This is an optimization exercise on Yosys and OpenROAD, whose aim is small area, not a production implementation. In this exercise RTL edits were held to simulation tests only and were not proved equivalent to the original. Power and IR drop assume default switching activity.

==> wip/lagoon <==
// exec_stage
module exec_stage (
  input  logic        clk,
  input  logic        reset,
  input  logic        in_valid,
  input  logic [5:0]  op1,
  input  logic [7:0]  op2,
  input  logic [15:0] imm,
  input  logic [31:0] rs_val,
  input  logic [31:0] rt_val,
  input  logic [31:0] pc,
  output logic        out_valid,
  output logic [31:0] result,
  output logic        wr_reg,
  output logic        redirect,
  output logic [31:0] redirect_pc
);
Settings: LEC_CHECK=0, ABC_AREA=1, CAP_MARGIN=20, CORE_MARGIN=2, CORE_UTILIZATION=40, GPL_TIMING_DRIVEN=0, SETUP_SLACK_MARGIN=0.15, SLEW_MARGIN=20; clock period 5.0 ns.
standard.sh (not shown) runs the stock make flow with config.mk's settings and CLKGATE_MAP_FILE= SYNTH_SCRIPT=/design/flow/synth_recipe.tcl, a recipe that flattens the netlist after the stock synthesis.
==> flow/flow/run.sh <==
#!/bin/bash
# The standard layout (standard.sh: ORFS synthesis to final layout), with the
# smallest buffer, sky130_fd_sc_hd__buf_1, as the buffer ORFS puts on every port.
# The full make output goes to standard_flow.log in this folder.
set -euo pipefail
bash standard.sh "BUFFER_PORTS_ARGS=-buffer_cell sky130_fd_sc_hd__buf_1" finish > standard_flow.log 2>&1
==> inputs of wip/onyx, as changes to wip/lagoon <==
--- a/flow/design.v
+++ b/flow/design.v
@@ -367,48 +367,51 @@
   for (genvar i = 1; i < 14; i++) begin : g_incdec
     assign all1[i] = all1[i-1] & ta[15+i];
     assign all0[i] = all0[i-1] & ~ta[15+i];
   end
   assign tsum[29:16] = ta[29:16] ^ (({14{tinc}} & all1) | ({14{tdec}} & all0));
   assign pcn = {tsum, pc[1:0]};
-  logic [31:0] res_n, tgt_n;
-  always_comb begin
-    res_n = '0;
-    if (r_log | i_log)         res_n = lg;
-    if (r_shr)                 res_n = shy;
-    if (r_shl)                 for (int i = 0; i < 32; i++) res_n[i] = shy[31-i];
-    if (jal)                   res_n = pcn;
-    if (r_cmp)                 res_n = {31'd0, cmp};
-    if (r_add | r_sub | i_add) res_n = sum;
-  end
+  logic [31:0] res_n, tgt_n, sh_rev;
+  logic        sel_sum, sel_log;
+  assign sel_sum = r_add | r_sub | i_add;
+  assign sel_log = r_log | i_log;
+  always_comb
+    for (int i = 0; i < 32; i++) sh_rev[i] = shy[31-i];
+  assign res_n = ({32{sel_sum}} & sum)
+               | ({32{sel_log}} & lg)
+               | ({32{r_shr}}   & shy)
+               | ({32{r_shl}}   & sh_rev)
+               | ({32{jal}}     & pcn)
+               | {31'd0, r_cmp & cmp};
   assign tgt_n = op1[2] ? sum : pcn;
   logic        v1, w1, r1;
-  logic [31:0] res1, tgt1;
+  logic [31:0] res1;
   always_ff @(posedge clk or posedge reset)
     if (reset) begin
       v1 <= 1'b0;
       w1 <= 1'b0;
       r1 <= 1'b0;
     end else begin
       v1 <= in_valid;
       w1 <= in_valid & ~(br | sw);
       r1 <= in_valid & (jal | (br & cmp));
     end
-  always_ff @(posedge clk) begin
+  always_ff @(posedge clk)
     res1 <= res_n;
-    tgt1 <= tgt_n;
-  end
+  logic redirect_n;
+  assign redirect_n = r1 & ~redirect;
   always_ff @(posedge clk or posedge reset)
     if (reset) begin
       out_valid <= 1'b0;
       wr_reg    <= 1'b0;
       redirect  <= 1'b0;
     end else begin
       out_valid <= v1 & ~redirect;
       wr_reg    <= w1 & ~redirect;
-      redirect  <= r1 & ~redirect;
+      redirect  <= redirect_n;
     end
-  always_ff @(posedge clk) begin
-    result      <= res1;
-    redirect_pc <= tgt1;
-  end
+  always_ff @(posedge clk)
+    result <= res1;
+  always_ff @(posedge clk)
+    if (!redirect_n)
+      redirect_pc <= tgt_n;
 endmodule
--- a/flow/config.mk
+++ b/flow/config.mk
@@ -6,9 +6,11 @@
 export NUM_CORES = 4
 export LEC_CHECK = 0
 export ABC_AREA = 1
 export CAP_MARGIN = 20
 export CORE_MARGIN = 2
 export CORE_UTILIZATION = 40
+export CTS_BUF_LIST = sky130_fd_sc_hd__clkbuf_4 sky130_fd_sc_hd__clkbuf_8
+export CTS_CLUSTER_SIZE = 10
 export GPL_TIMING_DRIVEN = 0
 export SETUP_SLACK_MARGIN = 0.15
 export SLEW_MARGIN = 20
==> impl_metrics.yaml <==
synth:
  yosys.area.top_type: "dfxtp_1"
timing:
  min_period_ns: 4.80
routing:
  drt_iter0_markers: 1330
run_status:
  status: "no timing/DRC/antenna violations"
die:
  die_area_mm2: 0.0297
cells_and_area:
  clockNetworkAreaShare_pct: 4.26
hold_path:
  min-delay-start: "tgt1[12]"
setup_path:
  crit_end: "res1[25]"
# the run above: wip/lagoon

==> impl_metrics.yaml <==
setup_path:
  crit_end: "res1[9]"
die:
  die_area_mm2: 0.0285
timing:
  clock_skew_ns: 0.0237
  min_period_ns: 4.72
run_status:
  status: "no timing/DRC/antenna violations"
routing:
  drt_iter0_markers: 1654
power:
  p_clk_w: 0.000555
hold_path:
  min-delay-start: "res1[3]"
# the run above: wip/onyx

[re-timing with driven ports]
In the flow no input, the clock included, has a driving cell. The finished layouts below were timed again as built, in two steps. Step 1, drivers: a clkbuf_16 drives clk and a buf_2 each remaining input, both assumed. Step 2 also shifts input and output timing later by t, the mid clock arrival at the registers, as if the neighbouring blocks saw the same clock. Slacks: no drivers / after step 1 / after step 2; pairs: no drivers / after step 1.
run | shift t [ns] | slack for setup (ns) | hold WS [ns] | worst register clock-pin slew, ns
wip/lagoon | 0.482 | 0.201 / 0.231 / -0.251 | 0.318 / 0.318 / 0.318 | 0.08 / 0.08
wip/onyx | 0.436 | 0.284 / 0.314 / -0.122 | 0.337 / 0.337 / 0.337 | 0.13 / 0.13
With both steps, setup timing fails in wip/lagoon and wip/onyx, where it was met with ideal ports. The setup slack of wip/lagoon, which loses most, moves by +0.030 ns with the drivers and by -0.452 ns with both steps.
